This is an optimization exercise on Yosys and OpenROAD, whose aim is small area, not a production implementation. At most, simulation tests tie the RTL to the original design; equivalence was not proved. No functional check of the RTL was part of runs 5 to 7. Power and IR drop assume default switching activity.

$ cat design/flow/design.v
module reg_file_sb #(
  parameter int unsigned XLEN   = 32,
  parameter int unsigned NREGS  = 32,
  parameter int unsigned AW     = 5,
  parameter bit          BYPASS = 1'b1
) (
  input  logic            clk,
  input  logic            reset,
  input  logic [AW-1:0]   rs1_addr,
  input  logic [AW-1:0]   rs2_addr,
  output logic [XLEN-1:0] rs1_data,
  output logic [XLEN-1:0] rs2_data,
  output logic            rs1_busy,
  output logic            rs2_busy,
  input  logic            wb_en,
  input  logic [AW-1:0]   wb_addr,
  input  logic [XLEN-1:0] wb_data,
  input  logic            iss_en,
  input  logic [AW-1:0]   iss_addr,
  input  logic            flush,
  output logic            any_busy
);
  logic [NREGS-1:0][XLEN-1:0] regs_s;     
  logic [NREGS-1:0][XLEN-1:0] regs_d;
  logic [NREGS-1:0]           nbusy_q;    
  logic [NREGS-1:0]           nbusy_d;
  logic                       phase_q;
  logic                       nclr_q;
  always_ff @(posedge clk) begin
    for (int i = 1; i < NREGS; i++) regs_s[i] <= regs_d[i];
  end
  always_ff @(posedge clk or posedge reset) begin
    if (reset) begin
      nbusy_q <= '1;
      phase_q <= 1'b1;
      nclr_q  <= 1'b0;
    end else begin
      nbusy_q <= nbusy_d | {{(NREGS-1){1'b0}}, 1'b1};
      phase_q <= !phase_q;
      nclr_q  <= 1'b1;
    end
  end
  localparam int unsigned NLO = 4;
  localparam int unsigned NHI = NREGS / NLO;
  logic [NLO-1:0] w_lo, i_lo, r1_lo, r2_lo;
  logic [NHI-1:0] w_hi, i_hi, r1_hi, r2_hi;
  logic byp1, byp2, nz1, nz2, rd_ok;
  rf_dec #(.W(2)) u_wlo  (.en(wb_en),  .a(wb_addr[1:0]),   .y(w_lo));
  rf_dec_ne #(.W(3)) u_whi (.a(wb_addr[4:2]),   .y(w_hi));
  rf_dec #(.W(2)) u_ilo  (.en(iss_en), .a(iss_addr[1:0]),  .y(i_lo));
  rf_dec_ne #(.W(3)) u_ihi (.a(iss_addr[4:2]),  .y(i_hi));
  rf_dec #(.W(2)) u_r1lo (.en(rd_ok),  .a(rs1_addr[1:0]),  .y(r1_lo));
  rf_dec_ne #(.W(3)) u_r1hi (.a(rs1_addr[4:2]),  .y(r1_hi));
  rf_dec #(.W(2)) u_r2lo (.en(rd_ok),  .a(rs2_addr[1:0]),  .y(r2_lo));
  rf_dec_ne #(.W(3)) u_r2hi (.a(rs2_addr[4:2]),  .y(r2_hi));
  logic [XLEN-1:0]  col_c;
  logic [NREGS-1:0] row_a, row_b, idec_n, bx_n;
  logic             flush_n;
  assign flush_n = !flush;
  for (genvar j = 0; j < XLEN; j++) begin : g_col
    rf_xor2 u_c (.a(wb_data[j]), .b(phase_q), .y(col_c[j]));
  end
  for (genvar i = 1; i < NREGS; i++) begin : g_row
    rf_nand2 u_b (.a(w_lo[i % NLO]), .b(w_hi[i / NLO]), .y(row_b[i]));
    rf_nand2 u_a (.a(row_b[i]), .b(nclr_q), .y(row_a[i]));
    for (genvar j = 0; j < XLEN; j++) begin : g_bit
      rf_oai22 u_wr (.a1(regs_s[i][j]), .a2(row_a[i]), .b1(col_c[j]), .b2(row_b[i]),
                     .y(regs_d[i][j]));
    end
    rf_nand2 u_i  (.a(i_lo[i % NLO]), .b(i_hi[i / NLO]), .y(idec_n[i]));
    rf_o21ai u_bx (.a1(nbusy_q[i]), .a2(row_a[i]), .b1(idec_n[i]), .y(bx_n[i]));
    rf_nand2 u_bn (.a(flush_n), .b(bx_n[i]), .y(nbusy_d[i]));
  end
  assign regs_d[0]  = '0;
  assign row_a[0]   = 1'b0;
  assign row_b[0]   = 1'b1;
  assign idec_n[0]  = 1'b1;
  assign bx_n[0]    = 1'b1;
  assign nbusy_d[0] = 1'b1;
  logic iw_eq;    
  rf_match u_iw (.en(iss_en), .a(iss_addr), .b(wb_addr), .y(iw_eq));
  rf_bypass u_byp1 (.wb_en(wb_en), .reset(reset), .wb_addr(wb_addr), .rs_addr(rs1_addr),
                    .byp(byp1), .nz(nz1));
  rf_bypass u_byp2 (.wb_en(wb_en), .reset(reset), .wb_addr(wb_addr), .rs_addr(rs2_addr),
                    .byp(byp2), .nz(nz2));
  assign rd_ok = !reset && nclr_q;
  logic [NREGS-1:0] s1_n, s2_n;
  assign s1_n[0] = !byp1;
  assign s2_n[0] = !byp2;
  for (genvar i = 1; i < NREGS; i++) begin : g_sel
    rf_nand3 u_s1 (.a(r1_lo[i % NLO]), .b(r1_hi[i / NLO]), .c(row_b[i]), .y(s1_n[i]));
    rf_nand3 u_s2 (.a(r2_lo[i % NLO]), .b(r2_hi[i / NLO]), .c(row_b[i]), .y(s2_n[i]));
  end
  logic k1, k2;
  assign k1 = !phase_q && (byp1 || (nz1 && rd_ok));
  assign k2 = !phase_q && (byp2 || (nz2 && rd_ok));
  for (genvar j = 0; j < XLEN; j++) begin : g_rd
    logic [NREGS-1:0] col;
    assign col[0] = col_c[j];
    for (genvar i = 1; i < NREGS; i++) begin : g_t
      assign col[i] = regs_s[i][j];
    end
    rf_rd_bit #(.N(NREGS)) u_rd1 (.t(col), .s_n(s1_n), .y(rs1_data[j]), .k(k1));
    rf_rd_bit #(.N(NREGS)) u_rd2 (.t(col), .s_n(s2_n), .y(rs2_data[j]), .k(k2));
  end
  logic [NREGS-1:0] bcol;
  assign bcol[0] = !iw_eq;
  assign bcol[NREGS-1:1] = nbusy_q[NREGS-1:1];
  rf_rd_sel #(.N(NREGS)) u_b1 (.t(bcol), .s_n(s1_n), .y(rs1_busy));
  rf_rd_sel #(.N(NREGS)) u_b2 (.t(bcol), .s_n(s2_n), .y(rs2_busy));
  rf_any_busy #(.N(NREGS - 1)) u_any (.nbusy(nbusy_q[NREGS-1:1]), .reset(reset), .y(any_busy));
endmodule
module rf_oai22 (
  input  logic a1,
  input  logic a2,
  input  logic b1,
  input  logic b2,
  output logic y
);
  assign y = !((a1 | a2) & (b1 | b2));
endmodule
module rf_o21ai (
  input  logic a1,
  input  logic a2,
  input  logic b1,
  output logic y
);
  assign y = !((a1 | a2) & b1);
endmodule
module rf_nand2 (
  input  logic a,
  input  logic b,
  output logic y
);
  assign y = !(a & b);
endmodule
module rf_nand3 (
  input  logic a,
  input  logic b,
  input  logic c,
  output logic y
);
  assign y = !(a & b & c);
endmodule
module rf_xor2 (
  input  logic a,
  input  logic b,
  output logic y
);
  assign y = a ^ b;
endmodule
module rf_or_reduce #(parameter int unsigned W = 16) (
  input  logic [W-1:0] a,
  output logic         y
);
  assign y = |a;
endmodule
module rf_dec #(parameter int unsigned W = 2) (
  input  logic             en,
  input  logic [W-1:0]     a,
  output logic [2**W-1:0]  y
);
  always_comb begin
    for (int i = 0; i < 2**W; i++) y[i] = en && (a == W'(i));
  end
endmodule
module rf_dec_ne #(parameter int unsigned W = 3) (
  input  logic [W-1:0]     a,
  output logic [2**W-1:0]  y
);
  always_comb begin
    for (int i = 0; i < 2**W; i++) y[i] = (a == W'(i));
  end
endmodule
module rf_match #(parameter int unsigned W = 5) (
  input  logic         en,
  input  logic [W-1:0] a,
  input  logic [W-1:0] b,
  output logic         y
);
  assign y = en && (a == b);
endmodule
module rf_bypass #(parameter int unsigned W = 5) (
  input  logic         wb_en,
  input  logic         reset,
  input  logic [W-1:0] wb_addr,
  input  logic [W-1:0] rs_addr,
  output logic         byp,
  output logic         nz
);
  assign nz  = |rs_addr;
  assign byp = wb_en && !reset && nz && (wb_addr == rs_addr);
endmodule
module rf_any_busy #(parameter int unsigned N = 31) (
  input  logic [N-1:0] nbusy,
  input  logic         reset,
  output logic         y
);
  assign y = !reset && !(&nbusy);
endmodule
module rf_rd_sel #(parameter int unsigned N = 32) (
  input  logic [N-1:0] t,
  input  logic [N-1:0] s_n,
  output logic         y
);
  logic [N/2-1:0] pair;
  for (genvar p = 0; p < N/2; p++) begin : g_pair
    rf_oai22 u_pair (.a1(t[2*p]), .a2(s_n[2*p]), .b1(t[2*p+1]), .b2(s_n[2*p+1]), .y(pair[p]));
  end
  rf_or_reduce #(.W(N/2)) u_or (.a(pair), .y(y));
endmodule
module rf_rd_bit #(parameter int unsigned N = 32) (
  input  logic [N-1:0] t,
  input  logic [N-1:0] s_n,
  input  logic         k,
  output logic         y
);
  logic raw;
  rf_rd_sel #(.N(N)) u_sel (.t(t), .s_n(s_n), .y(raw));
  rf_xor2 u_fix (.a(raw), .b(k), .y(y));
endmodule
$ cat design/flow/flow/run.sh
#!/bin/bash
# Layout flow: the standard ORFS flow (standard.sh), unchanged synthesis, with two
# settings changed:
#  - port buffers use sky130_fd_sc_hd__buf_2 instead of the resizer's default choice;
#  - clock tree synthesis does not insert dummy loads.
# Every tool's output goes to flow_make.log in the work folder (ORFS also keeps its own
# per-step logs under orfs/logs/).
set -euo pipefail
bash standard.sh \
  "BUFFER_PORTS_ARGS=-buffer_cell sky130_fd_sc_hd__buf_2" \
  "CTS_ARGS=-sink_clustering_enable -repair_clock_nets -dont_use_dummy_load -sink_clustering_size 16 -sink_clustering_max_diameter 50 -buf_list sky130_fd_sc_hd__clkbuf_8" \
  finish > flow_make.log 2>&1
$ cat design/flow/standard.sh
#!/bin/bash
# synth_recipe.tcl (not shown) runs the flow's synth.tcl, then flattens the netlist and writes it again
# the make line also repeats each setting of config.mk as NAME=value (left out here)
make -C /OpenROAD-flow-scripts/flow DESIGN_CONFIG=/design/flow/config.mk WORK_HOME=/design/flow/orfs CLKGATE_MAP_FILE= SYNTH_SCRIPT=/design/flow/synth_recipe.tcl "${@:-finish}"
$ cat design/flow/config.mk
export PLATFORM = sky130hd
export DESIGN_NAME = reg_file_sb
export DESIGN_NICKNAME = reg_file_sb
export VERILOG_FILES = /design/flow/design.v
export SDC_FILE = /design/flow/constraint.sdc
export NUM_CORES = 4
export LEC_CHECK = 0
export CAP_MARGIN = 20
export CORE_MARGIN = 2
export CORE_UTILIZATION = 50
export PLACE_DENSITY = 0.65
export SLEW_MARGIN = 20
export SYNTH_HIERARCHICAL = 1
$ cat design/flow/constraint.sdc
create_clock -name core_clock -period 8.0 [get_ports {clk}]
set_input_delay 1.6000 -clock core_clock [delete_from_list [all_inputs] [get_ports {clk}]]
set_output_delay 1.6000 -clock core_clock [all_outputs]
set_load 0.01 [all_outputs]
==> results.cfg, run 1 <==
[routing]
dr.first_iter.drc_count = 8874
antenna_left = 0
firstDrtPassIters = 9
drt-total-wl_um = 204800
vias = 44495
drc_errors = 0
viasPerCell = 8.535
route.detailed.wl_per_inst_um = 39.29

[synth]
synth_seq_area_share_pct = 54.37
synth-edff-count = 0
synth_ff_type = dfxtp_1
synth_warnings = 9
synth_top_area_cell = dfxtp_1
synth-seq-cells = 1025
postSynthAreaPerCell_um2 = 9.989
syn_nets = 3873
yosys-top-cells-count = 2,048 x o22ai_1, 992 x dfxtp_1, 269 x nor4_1
synth_top_area_share_pct = 52.10
yosys.cell_types.count = 24
yosysMostFrequentCell = o22ai_1
synth.area.top_cells = dfxtp_1 52%, o22ai_1 34%, nor4_1 4.4%
netlist_area_mm2 = 0.03812
synthArstFlopShare_pct = 3.220
netlist_instances = 3816

[finish]
syn_to_final_growth_pct = 14.87
multiInputGateArea_mm2 = 0.01818
final_cells = 5213
final_nets = 4285
drive_gt1_share_pct = 14.81
seqCellArea_mm2 = 0.02073
fillers = 6720
final_core_util_pct = 57.85

[global_routing]
grt_max_degree = 36
grt_pass1_wl_um = 285800
track_usage_pct = 50.18
grt_overflow_total = 0
grt_pass1_vias = 40713
antenna_found_initial = 13

[worst_setup_path]
required_ns = 6.40
startpoint_type = primary input
r2r_cells = 4
reg2reg_to = regs_s[78]
cp-end-kind = output pin
path_class = primary input to output pin
r2r_slack_ns = 5.04
worstReg2RegStart = phase_q
cp_max_fo = 22
arrival_ns = 5.85

[min_path]
hold_end = regs_s[526]
worstHoldStart = regs_s[526]
worst_hold_path_type = flop to flop
hold_depth = 1

[placed_design]
place_inst = 5102
io_buffers = 123
post-dp-hpwl_um = 123700
place.gp.congestion = 1.059

[sta]
tightest_slew_ns = 1.251
timing.fmax_ghz = 0.1343
period_share_pct = 93.07
skew_ns = 0.04917
hold_viol = 0
setup_viol_count_final = 0
rsz0062_at_grt = false
report.final.slew_viol_count = 0
slew_headroom_pct = 16.61
fin_crit_ns = 7.445
fin_setup_tns_ns = 0

[die]
coreArea_mm2 = 0.07570
initial_core_util_pct = 50.36
die-area_mm2 = 0.07846
num_rows = 101
die_w_um = 280.1
die_h_um = 280.1
io_pins = 124

[clock_network]
numCtsBuffers = 100
path_clk_slew_ns = 0.07
htree_levels = 3
clockBufferDepth = 3
cts_repair_resize_count = 0
cts_tree = built
ctsHoldBuffers = 0
cts_root_buf = clkbuf_8
worstSkewPairLatency_ns = 0.76
post_cts_buffers = 0
cts.sinks = 1025

[flow_run]
cap_violations = 0

[power]
power_mw = 9.747
ir_drop_uv = 128.3
p_leak_nw = 16.70
power.density_mw_per_mm2 = 222.6

[outcome]
outcome = no timing/DRC/antenna violations
==> through the flow <==
| stage | hold WS (ns) | setup WS (ns) | instance area, µm² |
|---|---|---|---|
| 2_1_floorplan | 0.4453 | 1.436 | 38120 |
| 3_3_place_gp | 0.4533 | 0.8929 | 42260 |
| 3_5_place_dp | 0.4609 | 0.8947 | 42310 |
| 4_1_cts | 0.4708 | 0.9065 | 43680 |
| 5_1_grt | 0.4865 | 0.4800 | 43770 |
| 6_report | 0.4711 | 0.5546 | 43790 |
==> layout make-up <==
type                    instances  share of cell area, %
clock buffers                 100                  3.143
well taps                     978                  2.795
diodes                          9                0.05143
flip-flops and latches       1025                  47.34
multi-input cells            2785                  41.52
inverters                       6                0.05143
repair buffers                310                  5.103
==> Yosys stat by module, one instance, submodules excluded, a selection <==
module       times used  area [µm²]  flops+latches
rf_oai22           2048       6.256              0
rf_bypass             2       76.32              0
reg_file_sb           1       20780           1025
rf_match              1       56.30              0
rf_xor2              96       8.758              0
rf_o21ai             31       5.005              0
rf_nand3             62       5.005              0
rf_nand2            124       3.754              0
==> worst max-delay path, stage by stage <==
cell and delay (ns):
buf_2 0.15, nor3b_2 0.74, nand2_2 0.65, nand3_2 0.86
o22ai_1 0.23, nor4_1 0.90, nand4_1 0.28, xor2_1 0.22
buf_2 0.16
==> report_power, final <==
| group | total (mW) | internal, mW | switching, mW | leakage [nW] |
|---|---|---|---|---|
| Clock | 2.87 | 1.11 | 1.76 | 0.719 |
| Combinational | 1.03 | 0.375 | 0.656 | 7.31 |
| Sequential | 5.85 | 5.52 | 0.326 | 8.67 |
| Total | 9.75 | 7.01 | 2.74 | 16.7 |
==> state kept, by name (all words and copies together) (netlist names) <==
register / cells
regs_s: 992
nbusy_q: 31
nclr_q: 1
phase_q: 1
==> kinds of logic (layout without fill, tap and decap cells) <==
group	count (synthesis)	after routing	synth area share (%)
simple gates	591	591	8.954
buf+inv	6	416	0.05908
compound gates	2082	2082	34.06
other cells	1	10	0.009838
flops	1025	1025	54.37
xor+xnor	111	111	2.550
==> per-layer routing <==
metal  routed length (µm)  up-vias  track usage [%]
li1                     -    17378                -
met1                71150    20824            61.80
met2                77870     4846            67.46
met3                37970     1425            26.30
met4                17220       22            32.20
met5                  623        -            5.128
==> how the worst max path moves through the flow <==
| stage | from | endpoint | cells past startpoint | slack, ns |
|---|---|---|---|---|
| 6_report | wb_addr[0] | rs2_data[24] | 9 | 0.55 |
| 5_1_grt | wb_addr[0] | rs2_data[24] | 9 | 0.48 |
| 4_1_cts | wb_addr[0] | rs1_data[23] | 10 | 0.91 |
| 3_5_place_dp | wb_addr[0] | rs1_data[23] | 10 | 0.89 |
| 3_3_place_gp | wb_addr[0] | rs1_data[23] | 10 | 0.89 |
| 2_1_floorplan | rs1_addr[3] | rs1_data[0] | 6 | 1.44 |
==> cells in the final DEF, fill, tap and decap left out, types with 31 or more instances in the layout <==
cell	netlist	layout
o22ai_1	2048	2048
dfxtp_1	992	992
nor4_1	269	269
buf_4	0	171
buf_2	0	123
clkbuf_8	0	100
xor2_1	110	78
nand4_1	73	73
nand2_1	126	64
nand3_2	0	60
nand2_2	0	56
o21ai_1	31	31
dfstp_2	32	31
==> run 2: changes to the inputs <==
--- a/design/flow/config.mk
+++ b/design/flow/config.mk
@@ -8,6 +8,6 @@
 export CAP_MARGIN = 20
 export CORE_MARGIN = 2
-export CORE_UTILIZATION = 50
-export PLACE_DENSITY = 0.65
+export CORE_UTILIZATION = 55
+export PLACE_DENSITY = 0.7
 export SLEW_MARGIN = 20
 export SYNTH_HIERARCHICAL = 1
==> results.cfg, run 2 <==
[clock_network]
cts_root_buf = clkbuf_8
cts_repair_resize_count = 0
worstSkewPairLatency_ns = 0.74
cts_tree = built
cts.sinks = 1025
path_clk_slew_ns = 0.06
numCtsBuffers = 95
htree_levels = 3
ctsHoldBuffers = 0
post_cts_buffers = 0
clockBufferDepth = 3

[finish]
multiInputGateArea_mm2 = 0.01815
fillers = 5789
stdcell_area_mm2 = 0.04355
final_common_cell = o22ai_1
seqCellArea_mm2 = 0.02073
syn_to_final_growth_pct = 14.24
reg_top3 = regs_s: 992 flops, nbusy_q: 31 flops
largest_reg_flops = 992
final_nets = 4281
regMostFlops = regs_s
drive_gt1_share_pct = 14.64
mostFrequentLayoutCells = 2,048 x o22ai_1, 992 x dfxtp_1, 269 x nor4_1
final_cells = 5163

[global_routing]
grt_overflow_total = 0
antenna_found_initial = 7
track_usage_pct = 52.96
grt_pass1_wl_um = 275300
grt_max_degree = 36
grt_pass1_vias = 40877

[synth]
postSynthAreaPerCell_um2 = 9.989
yosys.cell_types.count = 24
netlist_instances = 3816
yosys-top-cells-count = 2,048 x o22ai_1, 992 x dfxtp_1, 269 x nor4_1
synthArstFlopShare_pct = 3.220
synth-seq-cells = 1025
synth_ff_type = dfxtp_1
synth_top_area_cell = dfxtp_1
synth_warnings = 9
synth_top_area_share_pct = 52.10
yosysMostFrequentCell = o22ai_1
synth.area.top_cells = dfxtp_1 52%, o22ai_1 34%, nor4_1 4.4%
synth_seq_area_share_pct = 54.37
syn_nets = 3873
synth-edff-count = 0
netlist_area_mm2 = 0.03812

[routing]
vias = 44250
route.detailed.wl_per_inst_um = 37.90
antenna_left = 0
firstDrtPassIters = 10
viasPerCell = 8.571
dr.first_iter.drc_count = 8879
drc_errors = 0
drt-total-wl_um = 195700

[die]
io_pins = 124
num_rows = 96
die_w_um = 267.3
die_h_um = 267.3
initial_core_util_pct = 55.58
die-area_mm2 = 0.07143
coreArea_mm2 = 0.06859

[sta]
report.final.slew_viol_count = 0
fin_crit_ns = 7.369
skew_ns = 0.04205
setup_viol_count_final = 0
slew_headroom_pct = 15.12
fin_setup_tns_ns = 0
timing.final.ws_setup_ns = 0.6306
hold_viol = 0
period_share_pct = 92.12
timing.fmax_ghz = 0.1357
tightest_slew_ns = 1.272
rsz0062_at_grt = false

[placed_design]
post-dp-hpwl_um = 119900
io_buffers = 123
place_ws_ns = 1.080
place_area_mm2 = 0.04214
place_inst = 5057
place.gp.congestion = 1.025

[worst_setup_path]
cp_max_fo = 33
slowest_stage = nor4_1
arrival_ns = 5.77
path_buf_inv = 3
cp_common_cell = buf_2
path_cells = buf_2, nor3b_1, nand2_2, nand3_2, buf_4, o22ai_1, nor4_1, nand4_1, xor2_1, buf_2
startpoint_type = primary input
path_class = primary input to output pin
cpLargestDelayFamily = simple AND/OR/NAND/NOR gates
cp-end-kind = output pin
max_stage_delay_ns = 0.79
required_ns = 6.40

[outcome]
outcome = no timing/DRC/antenna violations

[flow_run]
cap_violations = 0

[power]
ir_drop_uv = 151.2
power.density_mw_per_mm2 = 221.6
p_leak_nw = 16.62
power_mw = 9.649

[min_path]
worst_hold_path_type = flop to flop
run 2: kinds of logic (layout without fill, tap and decap cells):
group,after synthesis,in the layout,share of synthesized area [%]
simple gates,591,591,8.954
xor+xnor,111,111,2.550
compound gates,2082,2082,34.06
buf+inv,6,412,0.05908
other cells,1,11,0.009838
flops,1025,1025,54.37
run 2: final cells by class:
type | count | area share [%]
inverter | 6 | 0.05172
multi-input combinational | 2785 | 41.68
clock buffer | 95 | 3.003
antenna | 10 | 0.05747
sequential | 1025 | 47.60
tap | 931 | 2.675
timing repair buffer | 311 | 4.931
run 2: per-module statistics from Yosys (local to each module, per instance), excerpt:
module	times used	cell area, µm²	cells inside
rf_match	1	56.30	7
rf_bypass	2	76.32	11
rf_oai22	2048	6.256	1
rf_nand2	124	3.754	1
rf_nand3	62	5.005	1
rf_o21ai	31	5.005	1
reg_file_sb	1	20780	1037
rf_xor2	96	8.758	1
run 2: power by group:
group | total [mW] | leakage [nW] | internal [mW] | switching (mW)
clock network | 2.77 | 0.683 | 1.06 | 1.72
registers | 5.86 | 8.67 | 5.52 | 0.333
logic | 1.02 | 7.26 | 0.372 | 0.645
run 2: metal layers:
metal / vias to the layer above / global-route usage (%) / part of all wire [%]
met4: 13 / 36.35 / 8.9
met3: 1489 / 30.49 / 19
met1: 20459 / 63.66 / 34
li1: 17373 / - / -
met2: 4916 / 70.07 / 38
met5: - / 3.881 / 0.14
run 2: stage by stage:
| step | hold slack, ns | util, % |
|---|---|---|
| 6_report | 0.4737 | 63.49 |
| 5_1_grt | 0.4858 | 63.46 |
| 4_1_cts | 0.4709 | 63.35 |
| 3_5_place_dp | 0.4610 | 61.44 |
| 3_3_place_gp | 0.4529 | 61.44 |
| 2_1_floorplan | 0.4453 | - |
run 2: final timing paths:
kind                              from  depth (start not counted)            to  slack [ns]
max in group asynchronous        reset                          3   nbusy_q[11]        6.49
min reg2reg                regs_s[381]                          1   regs_s[381]        0.47
max                         wb_addr[4]                         10  rs1_data[16]        0.63
min                        regs_s[381]                          1   regs_s[381]        0.47
min in group asynchronous        reset                          2        nclr_q        0.83
max reg2reg                    phase_q                          3   regs_s[488]        4.86
==> run 3: changes to the inputs <==
--- a/design/flow/config.mk
+++ b/design/flow/config.mk
@@ -9,4 +9,5 @@
 export CORE_MARGIN = 2
 export CORE_UTILIZATION = 55
+export GPL_ROUTABILITY_DRIVEN = 0
 export PLACE_DENSITY = 0.7
 export SLEW_MARGIN = 20
==> results.cfg, run 3 <==
[finish]
syn_to_final_growth_pct = 14.80
final_nets = 4309
final_common_cell = o22ai_1
mostFrequentLayoutCells = 2,048 x o22ai_1, 992 x dfxtp_1, 269 x nor4_1
drive_gt1_share_pct = 15.20
largest_reg_flops = 992
regMostFlops = regs_s
fillers = 5800
reg_top3 = regs_s: 992 flops, nbusy_q: 31 flops
final_cells = 5190

[sta]
hold_viol = 0
rsz0062_at_grt = false
setup_viol_count_final = 0
skew_ns = 0.09325
tightest_slew_ns = 1.266
fin_crit_ns = 7.348
fin_setup_tns_ns = 0
timing.fmax_ghz = 0.1361
period_share_pct = 91.85
report.final.slew_viol_count = 0
fin_hold_ws_ns = 0.4683
timing.final.ws_setup_ns = 0.6518
slew_headroom_pct = 15.31

[clock_network]
path_clk_slew_ns = 0.06
numCtsBuffers = 98
cts_repair_resize_count = 0
clockBufferDepth = 3
cts_tree = built
post_cts_buffers = 0
cts_root_buf = clkbuf_8
ctsHoldBuffers = 0
cts.sinks = 1025
htree_levels = 3
worstSkewPairLatency_ns = 0.78

[routing]
firstDrtPassIters = 13
drt-total-wl_um = 198100
antenna_left = 0
vias = 44553
drc_errors = 0
viasPerCell = 8.584
route.detailed.wl_per_inst_um = 38.17
dr.first_iter.drc_count = 9235

[die]
num_rows = 96
die_w_um = 267.3
io_pins = 124
die_h_um = 267.3
die-area_mm2 = 0.07143
coreArea_mm2 = 0.06859
initial_core_util_pct = 55.58

[synth]
netlist_area_mm2 = 0.03812
synth_ff_type = dfxtp_1
synth-seq-cells = 1025
synthArstFlopShare_pct = 3.220
yosys-top-cells-count = 2,048 x o22ai_1, 992 x dfxtp_1, 269 x nor4_1
synth-edff-count = 0
synth_top_area_cell = dfxtp_1
synth.area.top_cells = dfxtp_1 52%, o22ai_1 34%, nor4_1 4.4%
yosys.cell_types.count = 24
synth_top_area_share_pct = 52.10
netlist_instances = 3816
synth_warnings = 9
yosysMostFrequentCell = o22ai_1
syn_nets = 3873
postSynthAreaPerCell_um2 = 9.989
synth_seq_area_share_pct = 54.37

[placed_design]
place_ws_ns = 1.101
io_buffers = 123
place_inst = 5082
post-dp-hpwl_um = 121000

[global_routing]
grt_pass1_wl_um = 277400
track_usage_pct = 53.52
grt_pass1_vias = 41243
antenna_found_initial = 17
grt_overflow_total = 0
grt_max_degree = 36

[worst_setup_path]
arrival_ns = 5.75
worstSetupEndpoint = rs1_data[20]
required_ns = 6.40
r2r_slack_ns = 4.78
crit_path_start = wb_addr[1]
worstReg2RegStart = phase_q
reg2reg_to = regs_s[764]
cp_max_fo = 19
startpoint_type = primary input
cp-end-kind = output pin
path_class = primary input to output pin
r2r_cells = 4

[power]
p_leak_nw = 16.75
power.density_mw_per_mm2 = 221.3
ir_drop_uv = 140.0

[min_path]
worst_hold_path_type = flop to flop
hold_depth = 1

[outcome]
outcome = no timing/DRC/antenna violations

[flow_run]
cap_violations = 0
==> run 3: worst min path at each step <==
stage	start	end
3_5_place_dp	regs_s[313]	regs_s[313]
3_3_place_gp	regs_s[682]	regs_s[682]
4_1_cts	regs_s[930]	regs_s[930]
6_report	regs_s[930]	regs_s[930]
2_1_floorplan	regs_s[1000]	regs_s[1000]
5_1_grt	regs_s[850]	regs_s[850]
==> run 3: power breakdown <==
group	total [mW]	internal [mW]	leakage (nW)	switching [mW]
logic	1.02	0.373	7.37	0.645
registers	5.86	5.53	8.67	0.332
clock network	2.81	1.09	0.705	1.72
total	9.68	6.98	16.7	2.70
==> run 3: critical path, cell delays in order <==
cell and delay (ns):
buf_2 0.15, and3b_1 0.55, nand2_2 0.51, nand3_2 0.79, buf_4 0.52, o22ai_1 0.16
nor4_1 0.62, nand4_1 0.39, xor2_1 0.24, buf_2 0.18
==> run 3: modules after synthesis, one instance, submodules excluded, a selection <==
module	cell area, µm²	flops+latches	cells
rf_oai22	6.256	0	1
reg_file_sb	20780	1025	1037
rf_bypass	76.32	0	11
rf_xor2	8.758	0	1
rf_o21ai	5.005	0	1
rf_match	56.30	0	7
rf_nand3	5.005	0	1
rf_nand2	3.754	0	1
==> run 3: final cells by class <==
type	instances	area (µm²)	share of cell area, %
flip-flops and latches	1025	20730	47.37
multi-input cells	2785	18140	41.44
repair buffers	336	2337	5.341
clock buffers	98	1349	3.082
well taps	931	1165	2.662
inverters	6	22.52	0.05147
diodes	9	22.52	0.05147
==> run 3: routing by layer <==
metal | vias up | track usage [%] | part of all wire, %
li1 | 17427 | - | -
met1 | 20668 | 63.86 | 33
met2 | 4927 | 70.32 | 38
met3 | 1497 | 31.16 | 20
met4 | 34 | 38.31 | 8.9
met5 | - | 4.574 | 0.31
==> run 3: cells by family after synthesis <==
kind of cell	Yosys count	share of synthesized area (%)
buffers and inverters	6	0.05908
AO/OA/AOI/OAI	2082	34.06
flip-flops	1025	54.37
XOR/XNOR	111	2.550
AND/OR/NAND/NOR	591	8.954
other	1	0.009838
==> run 3: through the flow <==
stage,area (µm²),power (mW),utilization [%]
finish,43760,9.685,63.80
global route,43750,9.893,63.78
CTS,43700,9.540,63.72
detailed placement,42350,6.900,61.75
global placement,42350,6.870,61.75
floorplan,38120,6.444,-
==> run 4: changes to the inputs <==
==> design/flow/flow/run.sh (replaced) <==
#!/bin/bash
# Layout flow: the standard ORFS flow (standard.sh), unchanged synthesis, with two
# settings changed:
#  - port buffers use sky130_fd_sc_hd__buf_1 instead of the resizer's default choice;
#  - clock tree synthesis does not insert dummy loads.
# Every tool's output goes to flow_make.log in the work folder (ORFS also keeps its own
# per-step logs under orfs/logs/).
set -euo pipefail
bash standard.sh \
  "BUFFER_PORTS_ARGS=-buffer_cell sky130_fd_sc_hd__buf_1" \
  "CTS_ARGS=-sink_clustering_enable -repair_clock_nets -dont_use_dummy_load -sink_clustering_size 16 -sink_clustering_max_diameter 50 -buf_list sky130_fd_sc_hd__clkbuf_8" \
  finish > flow_make.log 2>&1
--- a/design/flow/config.mk
+++ b/design/flow/config.mk
@@ -6,9 +6,8 @@
 export NUM_CORES = 4
 export LEC_CHECK = 0
-export CAP_MARGIN = 20
+export CAP_MARGIN = 15
 export CORE_MARGIN = 2
 export CORE_UTILIZATION = 55
-export GPL_ROUTABILITY_DRIVEN = 0
 export PLACE_DENSITY = 0.7
-export SLEW_MARGIN = 20
+export SLEW_MARGIN = 15
 export SYNTH_HIERARCHICAL = 1
==> results.cfg, run 4 <==
[outcome]
outcome = no timing/DRC/antenna violations

[worst_setup_path]
required_ns = 6.40
path_class = primary input to output pin
startpoint_type = primary input
cp_max_fo = 23
arrival_ns = 5.69
cp-end-kind = output pin

[placed_design]
post-dp-hpwl_um = 122300
place_area_mm2 = 0.04222
place.gp.congestion = 1.029
io_buffers = 123

[finish]
regMostFlops = regs_s
reg_top3 = regs_s: 992 flops, nbusy_q: 31 flops
final_common_cell = o22ai_1
mostFrequentLayoutCells = 2,048 x o22ai_1, 992 x dfxtp_1, 269 x nor4_1
final_core_util_pct = 63.58
largest_reg_flops = 992
stdcell_area_mm2 = 0.04361
final_nets = 4296
drive_gt1_share_pct = 12.11
syn_to_final_growth_pct = 14.40

[global_routing]
track_usage_pct = 54.40
antenna_found_initial = 12
grt_pass1_vias = 41087
grt_pass1_wl_um = 280900
grt_max_degree = 36
grt_overflow_total = 0

[synth]
yosys-top-cells-count = 2,048 x o22ai_1, 992 x dfxtp_1, 269 x nor4_1
synth_top_area_cell = dfxtp_1
synth-seq-cells = 1025
yosysMostFrequentCell = o22ai_1
synth_top_area_share_pct = 52.10
netlist_instances = 3816
synth_seq_area_share_pct = 54.37
synth_ff_type = dfxtp_1
syn_nets = 3873
netlist_area_mm2 = 0.03812
postSynthAreaPerCell_um2 = 9.989
yosys.cell_types.count = 24
synth.area.top_cells = dfxtp_1 52%, o22ai_1 34%, nor4_1 4.4%
synthArstFlopShare_pct = 3.220
synth-edff-count = 0
synth_warnings = 9

[clock_network]
post_cts_buffers = 0
cts_root_buf = clkbuf_8
htree_levels = 3
numCtsBuffers = 97
worstSkewPairLatency_ns = 0.76
cts_repair_resize_count = 0
clockBufferDepth = 3
cts.sinks = 1025
path_clk_slew_ns = 0.06
cts_tree = built
ctsHoldBuffers = 0

[power]
power.density_mw_per_mm2 = 222.3
ir_drop_uv = 150.0
p_leak_nw = 16.32

[routing]
vias = 44479
wl_met3_um = 37870
dr.first_iter.drc_count = 8644
viasPerCell = 8.593
maxUsedRoutingLayer = met5
antenna_left = 0
drc_errors = 0
firstDrtPassIters = 10
route.detailed.wl_per_inst_um = 38.77
wl_met1_um = 68750
drt-total-wl_um = 200700
met2_length_um = 76040

[sta]
report.final.slew_viol_count = 0
tightest_slew_ns = 1.341
period_share_pct = 91.15
setup_viol_count_final = 0
slew_headroom_pct = 10.25
timing.fmax_ghz = 0.1371
fin_setup_tns_ns = 0
hold_viol = 0
fin_crit_ns = 7.292
skew_ns = 0.04844
rsz0062_at_grt = false

[min_path]
worst_hold_path_type = flop to flop

[die]
io_pins = 124
die_w_um = 267.3
die_h_um = 267.3
initial_core_util_pct = 55.58
coreArea_mm2 = 0.06859
die-area_mm2 = 0.07143
num_rows = 96

[flow_run]
cap_violations = 0
## run 4: cell counts after synthesis
No cell type changed its count.
## run 4: final cells by class
class	instances	area, µm²
antenna	8	20.02
multi-input combinational	2785	18140
tap	931	1165
sequential	1025	20730
inverter	6	22.52
fill	5831	24980
clock buffer	97	1335
timing repair buffer	324	2196
## run 4: cell families after synthesis
kind of cell	after synthesis	share of synthesized area, %
other	1	0.009838
buffers and inverters	6	0.05908
DFF	1025	54.37
and+or+nand+nor	591	8.954
xor gates and xnor gates	111	2.550
AOI/OAI and AO/OA	2082	34.06
## run 4: worst paths after layout
| path | from | end | slack (ns) | cells after the start |
|---|---|---|---|---|
| setup / recovery | wb_addr[1] | rs1_data[0] | 0.71 | 9 |
| hold / removal | regs_s[874] | regs_s[874] | 0.47 | 1 |
| setup reg to reg | phase_q | regs_s[1004] | 4.72 | 4 |
| hold reg to reg | regs_s[874] | regs_s[874] | 0.47 | 1 |
| max in group asynchronous | reset | nbusy_q[11] | 6.16 | 3 |
| min in group asynchronous | reset | nclr_q | 1.07 | 2 |
## run 4: critical path: stages
cell and delay, ns:
buf_1 0.32, and3b_1 0.63, nand2_2 0.54, nand3_2 0.75, o22ai_1 0.18, nor4_1 0.88
nand4_1 0.31, xor2_1 0.27, buf_1 0.19
## run 4: routing by layer
metal / vias up / track usage, %
met5: - / 2.911
met2: 4814 / 72.66
met4: 14 / 37.69
met3: 1525 / 29.71
met1: 20721 / 65.83
li1: 17405 / -
## run 4: through the flow
step	worst slack, ns	power, mW	hold slack [ns]	std cells
6_report	0.7081	9.694	0.4708	5176
5_1_grt	0.7274	9.893	0.4831	5169
4_1_cts	1.108	9.557	0.4702	5168
3_5_place_dp	1.105	6.895	0.4607	5071
3_3_place_gp	1.088	6.864	0.4532	5071
2_1_floorplan	1.436	6.444	0.4453	3816
## run 4: Yosys stat by module, one instance, submodules excluded, a selection
module       area, µm²  cells inside  times used
rf_nand3         5.005             1          62
reg_file_sb      20780          1037           1
rf_nand2         3.754             1         124
rf_o21ai         5.005             1          31
rf_bypass        76.32            11           2
rf_oai22         6.256             1        2048
rf_match         56.30             7           1
rf_xor2          8.758             1          96
## run 4: power by group
group	internal [mW]	switching [mW]
Clock	1.08	1.75
Sequential	5.52	0.326
Combinational	0.362	0.658
Total	6.96	2.73
==> run 5: changes to the inputs <==
--- a/design/flow/design.v
+++ b/design/flow/design.v
@@ -29,12 +29,11 @@
   always_ff @(posedge clk) begin
     for (int i = 1; i < NREGS; i++) regs_s[i] <= regs_d[i];
+    nbusy_q <= nbusy_d | {{(NREGS-1){1'b0}}, 1'b1};
   end
   always_ff @(posedge clk or posedge reset) begin
     if (reset) begin
-      nbusy_q <= '1;
       phase_q <= 1'b1;
       nclr_q  <= 1'b0;
     end else begin
-      nbusy_q <= nbusy_d | {{(NREGS-1){1'b0}}, 1'b1};
       phase_q <= !phase_q;
       nclr_q  <= 1'b1;
@@ -109,5 +108,5 @@
   rf_rd_sel #(.N(NREGS)) u_b1 (.t(bcol), .s_n(s1_n), .y(rs1_busy));
   rf_rd_sel #(.N(NREGS)) u_b2 (.t(bcol), .s_n(s2_n), .y(rs2_busy));
-  rf_any_busy #(.N(NREGS - 1)) u_any (.nbusy(nbusy_q[NREGS-1:1]), .reset(reset), .y(any_busy));
+  rf_any_busy #(.N(NREGS - 1)) u_any (.nbusy(nbusy_q[NREGS-1:1]), .rd_ok(rd_ok), .y(any_busy));
 endmodule
 module rf_oai22 (
@@ -194,8 +193,8 @@
 module rf_any_busy #(parameter int unsigned N = 31) (
   input  logic [N-1:0] nbusy,
-  input  logic         reset,
-  output logic         y
-);
-  assign y = !reset && !(&nbusy);
+  input  logic         rd_ok,
+  output logic         y
+);
+  assign y = rd_ok && !(&nbusy);
 endmodule
 module rf_rd_sel #(parameter int unsigned N = 32) (
==> design/flow/flow/run.sh (replaced) <==
#!/bin/bash
# Layout flow: the standard ORFS flow (standard.sh), unchanged synthesis, with two
# settings changed:
#  - port buffers use sky130_fd_sc_hd__buf_2 instead of the resizer's default choice;
#  - clock tree synthesis does not insert dummy loads.
# Every tool's output goes to flow_make.log in the work folder (ORFS also keeps its own
# per-step logs under orfs/logs/).
set -euo pipefail
bash standard.sh \
  "BUFFER_PORTS_ARGS=-buffer_cell sky130_fd_sc_hd__buf_2" \
  "CTS_ARGS=-sink_clustering_enable -repair_clock_nets -dont_use_dummy_load -sink_clustering_size 16 -sink_clustering_max_diameter 50 -buf_list sky130_fd_sc_hd__clkbuf_8" \
  finish > flow_make.log 2>&1
--- a/design/flow/config.mk
+++ b/design/flow/config.mk
@@ -6,8 +6,8 @@
 export NUM_CORES = 4
 export LEC_CHECK = 0
-export CAP_MARGIN = 15
+export CAP_MARGIN = 20
 export CORE_MARGIN = 2
 export CORE_UTILIZATION = 55
 export PLACE_DENSITY = 0.7
-export SLEW_MARGIN = 15
+export SLEW_MARGIN = 20
 export SYNTH_HIERARCHICAL = 1
==> results.cfg, run 5 <==
[power]
p_leak_nw = 16.80
power.density_mw_per_mm2 = 221.0
switching_power_mw = 2.696
comb_power_share_pct = 10.6
p_sw_share_pct = 27.89
power_mw = 9.667
power.internal_mw = 6.971
power_frac_seq_pct = 60.6
ir_drop_uv = 194.5
share_clk_of_total_power_pct = 28.8

[die]
die_h_um = 266.6
initial_core_util_pct = 55.40
coreArea_mm2 = 0.06847
die-area_mm2 = 0.07108
num_rows = 96
io_pins = 124
die_w_um = 266.6

[synth]
synth_warnings = 9
yosys.cell_types.count = 25
synth_ff_type = dfxtp_1
yosys-top-cells-count = 2,048 x o22ai_1, 1,023 x dfxtp_1, 269 x nor4_1
postSynthAreaPerCell_um2 = 9.939
synth-seq-cells = 1025
synth-edff-count = 0
synth.area.top_cells = dfxtp_1 54%, o22ai_1 34%, nor4_1 4.4%
syn_nets = 3873
netlist_area_mm2 = 0.03793
synthArstFlopShare_pct = 0.1951
synth_seq_area_share_pct = 54.13
synth_top_area_share_pct = 54.00
synth_top_area_cell = dfxtp_1
netlist_instances = 3816
yosysMostFrequentCell = o22ai_1

[global_routing]
antenna_found_initial = 3
grt_max_degree = 36
grt_pass1_vias = 39251
track_usage_pct = 50.57
grt_pass1_wl_um = 266400
grt_overflow_total = 0

[clock_network]
cts_root_buf = clkbuf_8
cts_repair_resize_count = 0
cts.sinks = 1025
ctsHoldBuffers = 0
path_clk_slew_ns = 0.08
clockBufferDepth = 3
worstSkewPairLatency_ns = 0.78
post_cts_buffers = 0
htree_levels = 3
cts_tree = built
numCtsBuffers = 96

[finish]
multiInputGateArea_mm2 = 0.01820
regMostFlops = regs_s
final_common_cell = o22ai_1
largest_reg_flops = 992
stdcell_area_mm2 = 0.04375
seqCellArea_mm2 = 0.02053
final_core_util_pct = 63.90
final_cells = 5172
drive_gt1_share_pct = 14.19
syn_to_final_growth_pct = 15.34
final_nets = 4344
fillers = 5763
mostFrequentLayoutCells = 2,048 x o22ai_1, 1,023 x dfxtp_1, 263 x nor4_1
reg_top3 = regs_s: 992 flops, nbusy_q: 31 flops

[routing]
vias = 43313
viasPerCell = 8.375
drt-total-wl_um = 186800
dr.first_iter.drc_count = 8525
drc_errors = 0
route.detailed.wl_per_inst_um = 36.12
firstDrtPassIters = 14
antenna_left = 0

[sta]
skew_ns = 0.09121
fin_hold_ws_ns = 0.4716
rsz0062_at_grt = false
fin_setup_tns_ns = 0
period_share_pct = 96.00
slew_headroom_pct = 13.42
report.final.slew_viol_count = 0
fin_crit_ns = 7.680
hold_viol = 0
timing.final.ws_setup_ns = 0.3197
setup_viol_count_final = 0
tightest_slew_ns = 1.287
timing.fmax_ghz = 0.1302

[worst_setup_path]
path_cells = buf_2, nor3b_2, nand2_2, nand3_2, o22ai_1, nor4_1, nand4_1, xor2_1, buf_2
cp-end-kind = output pin
startpoint_type = primary input
slowest_stage = nand3_2
path_class = primary input to output pin
arrival_ns = 6.08
cp_max_fo = 27
required_ns = 6.40
max_stage_delay_ns = 0.95
cp_common_cell = buf_2

[placed_design]
io_buffers = 123
place_area_mm2 = 0.04239
place.gp.congestion = 1.062
post-dp-hpwl_um = 119200
place_ws_ns = 0.8473
place_inst = 5071

[flow_run]
cap_violations = 0

[outcome]
outcome = no timing/DRC/antenna violations

[min_path]
worst_hold_path_type = flop to flop
==> run 5: cell types whose count changed in the layout (fill, tap and decap cells not counted), moves of 7 or more <==
cell / previous run / this run
buf_1: 123 / 0
buf_2: 0 / 123
buf_4: 183 / 245
nand2_1: 64 / 108
nand2_2: 58 / 18
dfstp_2: 31 / 0
dfxtp_1: 992 / 1023
xor2_2: 30 / 14
xor2_4: 2 / 18
buf_12: 18 / 5
nand3_1: 1 / 8
nand3_2: 62 / 55
==> run 5: cell families after synthesis <==
logic type	after synthesis	share of synthesized area (%)
AND/OR/NAND/NOR	591	8.999
AO/OA/AOI/OAI	2082	34.24
XOR/XNOR	111	2.563
buffers and inverters	6	0.05938
flip-flops	1025	54.13
other	1	0.009887
==> run 5: layer usage <==
layer,vias up,global-route usage [%],wire length [µm]
met4,2,40.77,19460
met5,-,0.7623,46
met3,1152,18.35,30470
li1,17548,-,-
met2,4401,68.43,72030
met1,20210,64.32,64800
==> run 5: path summary, 6_finish.rpt <==
check / start / to / slack (ns) / cells past startpoint
max in group asynchronous: reset / phase_q / 6.94 / 2
min in group asynchronous: reset / nclr_q / 0.87 / 2
max: wb_en / rs1_data[11] / 0.32 / 9
min reg2reg: regs_s[238] / regs_s[238] / 0.47 / 1
max reg2reg: phase_q / regs_s[307] / 4.80 / 4
min: regs_s[238] / regs_s[238] / 0.47 / 1
==> run 5: area by class of cell <==
| class | instances | share of cell area, % |
|---|---|---|
| flip-flops and latches | 1025 | 46.94 |
| multi-input cells | 2785 | 41.60 |
| clock buffers | 96 | 3.020 |
| repair buffers | 373 | 5.840 |
| inverters | 6 | 0.05148 |
| diodes | 5 | 0.02860 |
| well taps | 882 | 2.523 |
==> run 5: power groups by stage <==
| stage | clock network, mW | logic [mW] | registers (mW) |
|---|---|---|---|
| after floorplan | 0 | 0.568 | 5.87 |
| after detailed placement | 0 | 0.969 | 5.95 |
| after global placement | 0 | 0.947 | 5.94 |
| after global routing | 2.93 | 1.05 | 5.90 |
| after CTS | 2.74 | 0.968 | 5.84 |
| final | 2.78 | 1.03 | 5.86 |
==> run 5: per-module statistics from Yosys (local to each module, per instance), a selection <==
module | copies in the design | cells inside | area, µm²
reg_file_sb | 1 | 1037 | 20590
rf_bypass | 2 | 11 | 76.32
rf_match | 1 | 7 | 56.30
rf_nand2 | 124 | 1 | 3.754
rf_nand3 | 62 | 1 | 5.005
rf_o21ai | 31 | 1 | 5.005
rf_oai22 | 2048 | 1 | 6.256
rf_xor2 | 96 | 1 | 8.758
==> run 5: worst max-delay path, delay by kind of cell <==
family / cells / cell delay, ns
AOI/OAI and AO/OA: 1 / 0.21
buffers and inverters: 2 / 0.35
and+or+nand+nor: 5 / 3.64
xor gates and xnor gates: 1 / 0.26
==> run 6: changes to the inputs <==
--- a/design/flow/flow/run.sh
+++ b/design/flow/flow/run.sh
@@ -9,4 +9,4 @@
 bash standard.sh \
   "BUFFER_PORTS_ARGS=-buffer_cell sky130_fd_sc_hd__buf_2" \
-  "CTS_ARGS=-sink_clustering_enable -repair_clock_nets -dont_use_dummy_load -sink_clustering_size 16 -sink_clustering_max_diameter 50 -buf_list sky130_fd_sc_hd__clkbuf_8" \
+  "CTS_ARGS=-sink_clustering_enable -repair_clock_nets -dont_use_dummy_load -sink_clustering_size 16 -sink_clustering_max_diameter 50 -buf_list {sky130_fd_sc_hd__clkbuf_4 sky130_fd_sc_hd__clkbuf_8}" \
   finish > flow_make.log 2>&1
==> results.cfg, run 6 <==
[finish]
final_cells = 5172
reg_top3 = regs_s: 992 flops, nbusy_q: 31 flops
final_common_cell = o22ai_1
largest_reg_flops = 992
mostFrequentLayoutCells = 2,048 x o22ai_1, 1,023 x dfxtp_1, 263 x nor4_1
final_nets = 4344
fillers = 5763
regMostFlops = regs_s
syn_to_final_growth_pct = 15.34
drive_gt1_share_pct = 14.19

[synth]
synth_ff_type = dfxtp_1
netlist_instances = 3816
synthAdderAreaFrac_pct = 0
yosys-top-cells-count = 2,048 x o22ai_1, 1,023 x dfxtp_1, 269 x nor4_1
synth_top_family_by_area = compound AO/OA/AOI/OAI gates
synth.area.top_cells = dfxtp_1 54%, o22ai_1 34%, nor4_1 4.4%
postSynthAreaPerCell_um2 = 9.939
synth.area.mux_share_pct = 0
yosysMostFrequentCell = o22ai_1
synth_seq_area_share_pct = 54.13
yosys.cell_types.count = 25
synth-seq-cells = 1025
synth_top_area_cell = dfxtp_1
synthSimpleGateAreaFrac_pct = 8.999
synth_warnings = 9
synthXorXnorAreaFrac_pct = 2.563
syn_nets = 3873
synth_top_area_share_pct = 54.00
synthArstFlopShare_pct = 0.1951
synth_compound_area_share_pct = 34.24
synth-edff-count = 0
netlist_area_mm2 = 0.03793

[worst_setup_path]
slowest_stage = nand3_2
cpLargestDelayFamily = simple AND/OR/NAND/NOR gates
startpoint_type = primary input
path_cells = buf_2, nor3b_2, nand2_2, nand3_2, o22ai_1, nor4_1, nand4_1, xor2_1, buf_2
path_buf_inv = 2
reg2reg_to = regs_s[307]
r2r_cells = 4
cp-end-kind = output pin
worstReg2RegStart = phase_q
required_ns = 6.40
max_stage_delay_ns = 0.95
worstSetupEndpoint = rs1_data[11]
path_class = primary input to output pin
cp_max_fo = 27
r2r_slack_ns = 4.80
arrival_ns = 6.08
crit_path_start = wb_en
cp.depth = 9
cp_common_cell = buf_2

[die]
io_pins = 124
die_w_um = 266.6
initial_core_util_pct = 55.40
die-area_mm2 = 0.07108
num_rows = 96
die_h_um = 266.6
coreArea_mm2 = 0.06847

[routing]
drt-total-wl_um = 186800
viasPerCell = 8.375
vias = 43313
dr.first_iter.drc_count = 8525
met2_length_um = 72030
maxUsedRoutingLayer = met5
wl_met3_um = 30470
antenna_left = 0
firstDrtPassIters = 14
wl_met1_um = 64800
route.detailed.wl_per_inst_um = 36.12
drc_errors = 0

[placed_design]
io_buffers = 123
place_inst = 5071
place_ws_ns = 0.8473
place.gp.congestion = 1.062
post-dp-hpwl_um = 119200

[clock_network]
worstSkewPairLatency_ns = 0.78
cts_root_buf = clkbuf_8
post_cts_buffers = 0
numCtsBuffers = 96
path_clk_slew_ns = 0.08
cts_tree = built
clockBufferDepth = 3
ctsHoldBuffers = 0
htree_levels = 3
cts_repair_resize_count = 0
cts.sinks = 1025

[flow_run]
cap_violations = 0

[min_path]
worst_hold_path_type = flop to flop

[sta]
slew_headroom_pct = 13.42
skew_ns = 0.09121
hold_viol = 0
period_share_pct = 96.00
timing.fmax_ghz = 0.1302
rsz0062_at_grt = false
fin_crit_ns = 7.680
timing.final.ws_setup_ns = 0.3197
report.final.slew_viol_count = 0
fin_hold_ws_ns = 0.4716
tightest_slew_ns = 1.287
setup_viol_count_final = 0
fin_setup_tns_ns = 0

[global_routing]
antenna_found_initial = 3
grt_pass1_vias = 39251
grt_overflow_total = 0
grt_max_degree = 36
grt_pass1_wl_um = 266400
track_usage_pct = 50.57

[power]
power.density_mw_per_mm2 = 221.0
p_leak_nw = 16.80
ir_drop_uv = 194.5

[outcome]
outcome = no timing/DRC/antenna violations
[run 6: cell counts after synthesis]
Identical to the previous run, type by type.
[run 6: kinds of logic after synthesis]
| group | Yosys count |
|---|---|
| buf+inv | 6 |
| flops | 1025 |
| compound gates | 2082 |
| xor+xnor | 111 |
| simple gates | 591 |
| other cells | 1 |
[run 6: layer usage]
metal / GRT usage (%) / vias to the layer above
met4: 40.77 / 2
met2: 68.43 / 4401
li1: - / 17548
met3: 18.35 / 1152
met5: 0.7623 / -
met1: 64.32 / 20210
[run 6: cell type report]
cell class	instances	area (µm²)	share of cell area [%]
inverters	6	22.52	0.05148
diodes	5	12.51	0.02860
multi-input cells	2785	18200	41.60
flip-flops and latches	1025	20530	46.94
well taps	882	1104	2.523
repair buffers	373	2555	5.840
clock buffers	96	1321	3.020
[run 6: through the flow]
| stage | area [µm²] | power [mW] | util, % |
|---|---|---|---|
| after detailed placement | 42390 | 6.918 | 61.92 |
| after global placement | 42390 | 6.884 | 61.91 |
| after CTS | 43720 | 9.544 | 63.85 |
| final | 43750 | 9.667 | 63.90 |
| after floorplan | 37930 | 6.439 | - |
| after global routing | 43740 | 9.874 | 63.89 |
[run 6: worst min path at each step]
stage / startpoint / end / cells after the start
2_1_floorplan: regs_s[1000] / regs_s[1000] / 1
3_3_place_gp: regs_s[1002] / regs_s[1002] / 1
3_5_place_dp: regs_s[636] / regs_s[636] / 1
4_1_cts: regs_s[1005] / regs_s[1005] / 1
5_1_grt: regs_s[517] / regs_s[517] / 1
6_report: regs_s[238] / regs_s[238] / 1
[run 6: modules after synthesis, one instance, submodules excluded, a selection]
module       area, µm²  cells
rf_nand3         5.005      1
rf_o21ai         5.005      1
rf_bypass        76.32     11
reg_file_sb      20590   1037
rf_nand2         3.754      1
rf_oai22         6.256      1
rf_match         56.30      7
rf_xor2          8.758      1
[run 6: report_power, final]
part           internal [mW]  total (mW)  switching [mW]
clock                   1.07        2.78            1.72
combinational          0.386        1.03           0.643
sequential              5.52        5.86           0.335
==> run 7: changes to the inputs <==
--- a/design/flow/flow/run.sh
+++ b/design/flow/flow/run.sh
@@ -9,4 +9,4 @@
 bash standard.sh \
   "BUFFER_PORTS_ARGS=-buffer_cell sky130_fd_sc_hd__buf_2" \
-  "CTS_ARGS=-sink_clustering_enable -repair_clock_nets -dont_use_dummy_load -sink_clustering_size 16 -sink_clustering_max_diameter 50 -buf_list {sky130_fd_sc_hd__clkbuf_4 sky130_fd_sc_hd__clkbuf_8}" \
+  "CTS_ARGS=-sink_clustering_enable -repair_clock_nets -dont_use_dummy_load -sink_clustering_size 30 -sink_clustering_max_diameter 70 -buf_list sky130_fd_sc_hd__clkbuf_16 -sink_buffer_max_cap_derate 0.05" \
   finish > flow_make.log 2>&1
==> results.cfg, run 7 <==
[outcome]
outcome = no timing/DRC/antenna violations

[routing]
dr.first_iter.drc_count = 8407
drt-total-wl_um = 187300
firstDrtPassIters = 10
route.detailed.wl_per_inst_um = 36.55
viasPerCell = 8.406
antenna_left = 0
vias = 43079
drc_errors = 0

[synth]
yosys-top-cells-count = 2,048 x o22ai_1, 1,023 x dfxtp_1, 269 x nor4_1
synth_seq_area_share_pct = 54.13
synth_warnings = 9
yosys.cell_types.count = 25
postSynthAreaPerCell_um2 = 9.939
netlist_area_mm2 = 0.03793
synth_top_area_share_pct = 54.00
synth_ff_type = dfxtp_1
yosysMostFrequentCell = o22ai_1
synth_top_area_cell = dfxtp_1
synth.area.top_cells = dfxtp_1 54%, o22ai_1 34%, nor4_1 4.4%
netlist_instances = 3816
syn_nets = 3873
synth-edff-count = 0
synth-seq-cells = 1025
synthArstFlopShare_pct = 0.1951

[worst_setup_path]
max_stage_delay_ns = 0.94
r2r_cells = 4
path_class = primary input to output pin
path_cells = buf_2, nor3b_2, nand2_2, nand3_2, o22ai_1, nor4_2, nand4_1, xor2_1, buf_2
required_ns = 6.40
worstReg2RegStart = phase_q
cp_max_fo = 27
cpLargestDelayFamily = simple AND/OR/NAND/NOR gates
startpoint_type = primary input
path_buf_inv = 2
cp-end-kind = output pin
slowest_stage = nand3_2
arrival_ns = 6.04
cp_common_cell = buf_2
r2r_slack_ns = 4.78
reg2reg_to = regs_s[176]

[die]
die-area_mm2 = 0.07108
num_rows = 96
io_pins = 124
initial_core_util_pct = 55.40
die_w_um = 266.6
die_h_um = 266.6
coreArea_mm2 = 0.06847

[clock_network]
cts.sinks = 1025
path_clk_slew_ns = 0.07
cts_root_buf = clkbuf_16
post_cts_buffers = 0
clockBufferDepth = 3
numCtsBuffers = 50
worstSkewPairLatency_ns = 0.69
cts_tree = built
cts_repair_resize_count = 0
ctsHoldBuffers = 0
htree_levels = 2

[finish]
syn_to_final_growth_pct = 15.22
final_nets = 4298
fillers = 5733
mostFrequentLayoutCells = 2,048 x o22ai_1, 1,023 x dfxtp_1, 259 x nor4_1
regMostFlops = regs_s
reg_top3 = regs_s: 992 flops, nbusy_q: 31 flops
final_core_util_pct = 63.83
final_common_cell = o22ai_1
largest_reg_flops = 992
drive_gt1_share_pct = 13.35

[global_routing]
track_usage_pct = 50.56
grt_max_degree = 36
grt_overflow_total = 0
grt_pass1_wl_um = 266400
antenna_found_initial = 5
grt_pass1_vias = 39042

[sta]
rsz0062_at_grt = false
skew_ns = 0.05924
slew_headroom_pct = 13.04
period_share_pct = 95.56
timing.fmax_ghz = 0.1308
tightest_slew_ns = 1.292
setup_viol_count_final = 0
hold_viol = 0
fin_crit_ns = 7.644
report.final.slew_viol_count = 0
fin_setup_tns_ns = 0

[placed_design]
post-dp-hpwl_um = 119200
place.gp.congestion = 1.062
io_buffers = 123

[flow_run]
cap_violations = 0

[power]
power.density_mw_per_mm2 = 221.0
p_leak_nw = 16.74
ir_drop_uv = 222.1

[min_path]
hold_depth = 1
worstHoldStart = regs_s[362]
worst_hold_path_type = flop to flop
hold_end = regs_s[362]
==> run 7: cell types whose count changed in the layout (fill, tap and decap cells not counted) <==
cell       previous run  this run
clkbuf_8             96         0
clkbuf_16             0        50
nor4_1              263       259
nor4_2                6        10
diode_2               5         4
==> run 7: routing by layer <==
metal | wire length (µm) | up-vias | GRT usage (%)
met5 | 93 | - | 0.6930
li1 | - | 17458 | -
met4 | 19730 | 6 | 41.01
met1 | 64930 | 20184 | 64.16
met2 | 71590 | 4320 | 68.03
met3 | 30960 | 1111 | 18.91
==> run 7: through the flow <==
step	power, mW	worst slack, ns	instance area [µm²]	instances	hold slack (ns)
final	9.659	0.3556	43700	5125	0.4728
after global routing	9.867	0.6034	43690	5123	0.4892
after CTS	9.536	0.7911	43650	5121	0.4715
after detailed placement	6.918	0.8473	42390	5071	0.4607
after global placement	6.884	0.6168	42390	5071	0.4529
after floorplan	6.439	1.436	37930	3816	0.4453
==> run 7: final cells by class <==
cell class / instances / area [µm²] / area share, %
flip-flops and latches: 1025 / 20530 / 46.99
clock buffers: 50 / 1251 / 2.863
inverters: 6 / 22.52 / 0.05154
multi-input cells: 2785 / 18220 / 41.70
diodes: 4 / 10.01 / 0.02291
well taps: 882 / 1104 / 2.525
repair buffers: 373 / 2555 / 5.847
==> run 7: modules after synthesis, one instance, submodules excluded, excerpt <==
module / cells / cell area (µm²) / times used
rf_o21ai: 1 / 5.005 / 31
rf_nand2: 1 / 3.754 / 124
rf_oai22: 1 / 6.256 / 2048
rf_nand3: 1 / 5.005 / 62
reg_file_sb: 1037 / 20590 / 1
rf_xor2: 1 / 8.758 / 96
rf_bypass: 11 / 76.32 / 2
rf_match: 7 / 56.30 / 1
==> run 7: cells by family (layout without fill, tap and decap cells) <==
logic type                Yosys count  after routing  share of synthesized area (%)
buffers and inverters               6            429                        0.05938
other                               1              5                       0.009887
DFF                              1025           1025                          54.13
AOI/OAI and AO/OA                2082           2082                          34.24
xor gates and xnor gates          111            111                          2.563
and+or+nand+nor                   591            591                          8.999
==> run 7: worst max-delay path by stage <==
stage	startpoint	slack, ns	to	cells after the start
6_report	wb_en	0.36	rs1_data[11]	9
2_1_floorplan	rs1_addr[3]	1.44	rs1_data[0]	6
5_1_grt	wb_en	0.60	rs2_data[10]	10
3_5_place_dp	wb_en	0.85	rs1_data[29]	9
3_3_place_gp	wb_addr[4]	0.62	rs1_data[5]	10
4_1_cts	wb_en	0.79	rs1_data[29]	9
==> run 7: power breakdown <==
group / internal (mW) / switching, mW
combinational: 0.386 / 0.646
clock: 1.12 / 1.66
sequential: 5.52 / 0.336
==> run 8: changes to the inputs <==
--- a/design/flow/design.v
+++ b/design/flow/design.v
@@ -29,11 +29,12 @@
   always_ff @(posedge clk) begin
     for (int i = 1; i < NREGS; i++) regs_s[i] <= regs_d[i];
-    nbusy_q <= nbusy_d | {{(NREGS-1){1'b0}}, 1'b1};
   end
   always_ff @(posedge clk or posedge reset) begin
     if (reset) begin
+      nbusy_q <= '1;
       phase_q <= 1'b1;
       nclr_q  <= 1'b0;
     end else begin
+      nbusy_q <= nbusy_d | {{(NREGS-1){1'b0}}, 1'b1};
       phase_q <= !phase_q;
       nclr_q  <= 1'b1;
@@ -108,5 +109,5 @@
   rf_rd_sel #(.N(NREGS)) u_b1 (.t(bcol), .s_n(s1_n), .y(rs1_busy));
   rf_rd_sel #(.N(NREGS)) u_b2 (.t(bcol), .s_n(s2_n), .y(rs2_busy));
-  rf_any_busy #(.N(NREGS - 1)) u_any (.nbusy(nbusy_q[NREGS-1:1]), .rd_ok(rd_ok), .y(any_busy));
+  rf_any_busy #(.N(NREGS - 1)) u_any (.nbusy(nbusy_q[NREGS-1:1]), .reset(reset), .y(any_busy));
 endmodule
 module rf_oai22 (
@@ -193,8 +194,8 @@
 module rf_any_busy #(parameter int unsigned N = 31) (
   input  logic [N-1:0] nbusy,
-  input  logic         rd_ok,
-  output logic         y
-);
-  assign y = rd_ok && !(&nbusy);
+  input  logic         reset,
+  output logic         y
+);
+  assign y = !reset && !(&nbusy);
 endmodule
 module rf_rd_sel #(parameter int unsigned N = 32) (
==> design/flow/flow/run.sh (replaced) <==
#!/bin/bash
# Layout flow: the standard ORFS flow (standard.sh), unchanged synthesis, with two
# settings changed:
#  - port buffers use sky130_fd_sc_hd__buf_1 instead of the resizer's default choice;
#  - clock tree synthesis does not insert dummy loads.
# Every tool's output goes to flow_make.log in the work folder (ORFS also keeps its own
# per-step logs under orfs/logs/).
set -euo pipefail
bash standard.sh \
  "BUFFER_PORTS_ARGS=-buffer_cell sky130_fd_sc_hd__buf_1" \
  "CTS_ARGS=-sink_clustering_enable -repair_clock_nets -dont_use_dummy_load -sink_clustering_size 30 -sink_clustering_max_diameter 70 -buf_list sky130_fd_sc_hd__clkbuf_16 -sink_buffer_max_cap_derate 0.05" \
  finish > flow_make.log 2>&1
==> results.cfg, run 8 <==
[outcome]
outcome = no timing/DRC/antenna violations

[clock_network]
path_clk_slew_ns = 0.08
ctsHoldBuffers = 0
post_cts_buffers = 0
cts_root_buf = clkbuf_16
cts_tree = built
worstSkewPairLatency_ns = 0.68
cts.sinks = 1025
cts_repair_resize_count = 0
numCtsBuffers = 48
clockBufferDepth = 3
htree_levels = 2

[routing]
wl_met1_um = 68780
maxUsedRoutingLayer = met5
route.detailed.wl_per_inst_um = 39.05
met2_length_um = 76270
drt-total-wl_um = 200200
vias = 44029
drc_errors = 0
firstDrtPassIters = 12
antenna_left = 0
viasPerCell = 8.589
dr.first_iter.drc_count = 8652
wl_met3_um = 37840

[sta]
hold_viol = 0
fin_crit_ns = 7.316
skew_ns = 0.08107
setup_viol_count_final = 0
rsz0062_at_grt = false
report.final.slew_viol_count = 0
timing.fmax_ghz = 0.1367
fin_hold_ws_ns = 0.4733
period_share_pct = 91.45
tightest_slew_ns = 1.306
fin_setup_tns_ns = 0
slew_headroom_pct = 12.83

[synth]
synth-edff-count = 0
yosys-top-cells-count = 2,048 x o22ai_1, 992 x dfxtp_1, 269 x nor4_1
yosys.cell_types.count = 24
yosysMostFrequentCell = o22ai_1
synth_ff_type = dfxtp_1
synth.area.top_cells = dfxtp_1 52%, o22ai_1 34%, nor4_1 4.4%
syn_nets = 3873
synthArstFlopShare_pct = 3.220
synth_warnings = 9
synth_top_area_cell = dfxtp_1
synth-seq-cells = 1025
netlist_instances = 3816
postSynthAreaPerCell_um2 = 9.989
synth_top_area_share_pct = 52.10
netlist_area_mm2 = 0.03812
synth_seq_area_share_pct = 54.37

[finish]
mostFrequentLayoutCells = 2,048 x o22ai_1, 992 x dfxtp_1, 269 x nor4_1
syn_to_final_growth_pct = 14.14
stdcell_area_mm2 = 0.04351
final_common_cell = o22ai_1
largest_reg_flops = 992
regMostFlops = regs_s
reg_top3 = regs_s: 992 flops, nbusy_q: 31 flops
fillers = 5826
final_nets = 4249
drive_gt1_share_pct = 11.12

[power]
switching_power_mw = 2.635
comb_power_share_pct = 10.6
power.internal_mw = 6.962
p_leak_nw = 16.24
power.density_mw_per_mm2 = 220.6
power_mw = 9.597
share_clk_of_total_power_pct = 28.4
ir_drop_uv = 195.9
p_sw_share_pct = 27.46
power_frac_seq_pct = 61.0

[global_routing]
grt_overflow_total = 0
grt_pass1_vias = 40580
grt_max_degree = 36
track_usage_pct = 54.08
antenna_found_initial = 8
grt_pass1_wl_um = 279700

[min_path]
hold_depth = 1
worst_hold_path_type = flop to flop

[worst_setup_path]
r2r_cells = 4
startpoint_type = primary input
cp-end-kind = output pin
required_ns = 6.40
cp.depth = 9
path_class = primary input to output pin
path_cells = buf_1, and3b_1, nand2_2, nand3_2, o22ai_1, nor4_1, nand4_1, xor2_1, buf_1
cp_common_cell = buf_1
max_stage_delay_ns = 0.79
arrival_ns = 5.72
slowest_stage = nor4_1
cpLargestDelayFamily = simple AND/OR/NAND/NOR gates
path_buf_inv = 2
cp_max_fo = 18

[die]
num_rows = 96
die-area_mm2 = 0.07143
initial_core_util_pct = 55.58
io_pins = 124
coreArea_mm2 = 0.06859
die_h_um = 267.3
die_w_um = 267.3

[placed_design]
post-dp-hpwl_um = 122400
place_area_mm2 = 0.04224
io_buffers = 123
place.gp.congestion = 1.029

[flow_run]
cap_violations = 0
-- run 8: cell families (layout without fill, tap and decap cells) --
kind of cell | Yosys count | count (layout) | synth area share (%)
AND/OR/NAND/NOR | 591 | 591 | 8.954
buffers and inverters | 6 | 380 | 0.05908
XOR/XNOR | 111 | 111 | 2.550
flip-flops | 1025 | 1025 | 54.37
AO/OA/AOI/OAI | 2082 | 2082 | 34.06
other | 1 | 6 | 0.009838
-- run 8: modules after synthesis, one instance, submodules excluded, excerpt --
module	copies in the design	cell area, µm²	cells inside	flops+latches
reg_file_sb	1	20780	1037	1025
rf_match	1	56.30	7	0
rf_nand2	124	3.754	1	0
rf_o21ai	31	5.005	1	0
rf_bypass	2	76.32	11	0
rf_xor2	96	8.758	1	0
rf_nand3	62	5.005	1	0
rf_oai22	2048	6.256	1	0
-- run 8: final timing paths --
path | from | end | slack [ns]
max | wb_addr[0] | rs2_data[19] | 0.68
min in group asynchronous | reset | nclr_q | 1.12
max in group asynchronous | reset | nbusy_q[27] | 6.06
min reg2reg | regs_s[489] | regs_s[489] | 0.47
min | regs_s[489] | regs_s[489] | 0.47
max reg2reg | phase_q | regs_s[264] | 4.76
-- run 8: power by group through the flow --
stage               sequential (mW)  combinational (mW)  clock [mW]
detailed placement             5.95               0.951           0
floorplan                      5.87               0.570           0
global placement               5.94               0.928           0
global route                   5.90                1.04        2.86
CTS                            5.83               0.949        2.68
finish                         5.85                1.02        2.72
-- run 8: final cells by class --
| type | count | area (µm²) | area share, % |
|---|---|---|---|
| tap | 931 | 1165 | 2.677 |
| timing repair buffer | 326 | 2227 | 5.119 |
| multi-input combinational | 2785 | 18150 | 41.72 |
| antenna | 5 | 12.51 | 0.02876 |
| clock buffer | 48 | 1201 | 2.761 |
| sequential | 1025 | 20730 | 47.64 |
| inverter | 6 | 22.52 | 0.05176 |
-- run 8: layer usage --
metal / global-route usage (%) / vias to the layer above
met5: 1.317 / -
met4: 36.02 / 10
met3: 30.09 / 1442
met2: 72.61 / 4696
met1: 65.45 / 20543
li1: - / 17338
-- run 8: per-stage QoR --
| step | setup WS [ns] | utilization, % | cells |
|---|---|---|---|
| after global routing | 0.7795 | 63.42 | 5121 |
| after floorplan | 1.436 | - | 3816 |
| after CTS | 1.093 | 63.34 | 5120 |
| after global placement | 1.088 | 61.56 | 5071 |
| final | 0.6841 | 63.44 | 5126 |
| after detailed placement | 1.099 | 61.59 | 5072 |

Check on run 8: ideal ports give 0.684 ns setup slack; a clkbuf_16 on the clock port and buf_2 on the inputs give 0.657 ns; moving port delays by the midpoint clock arrival (0.708 ns) as well gives 0.657 ns.
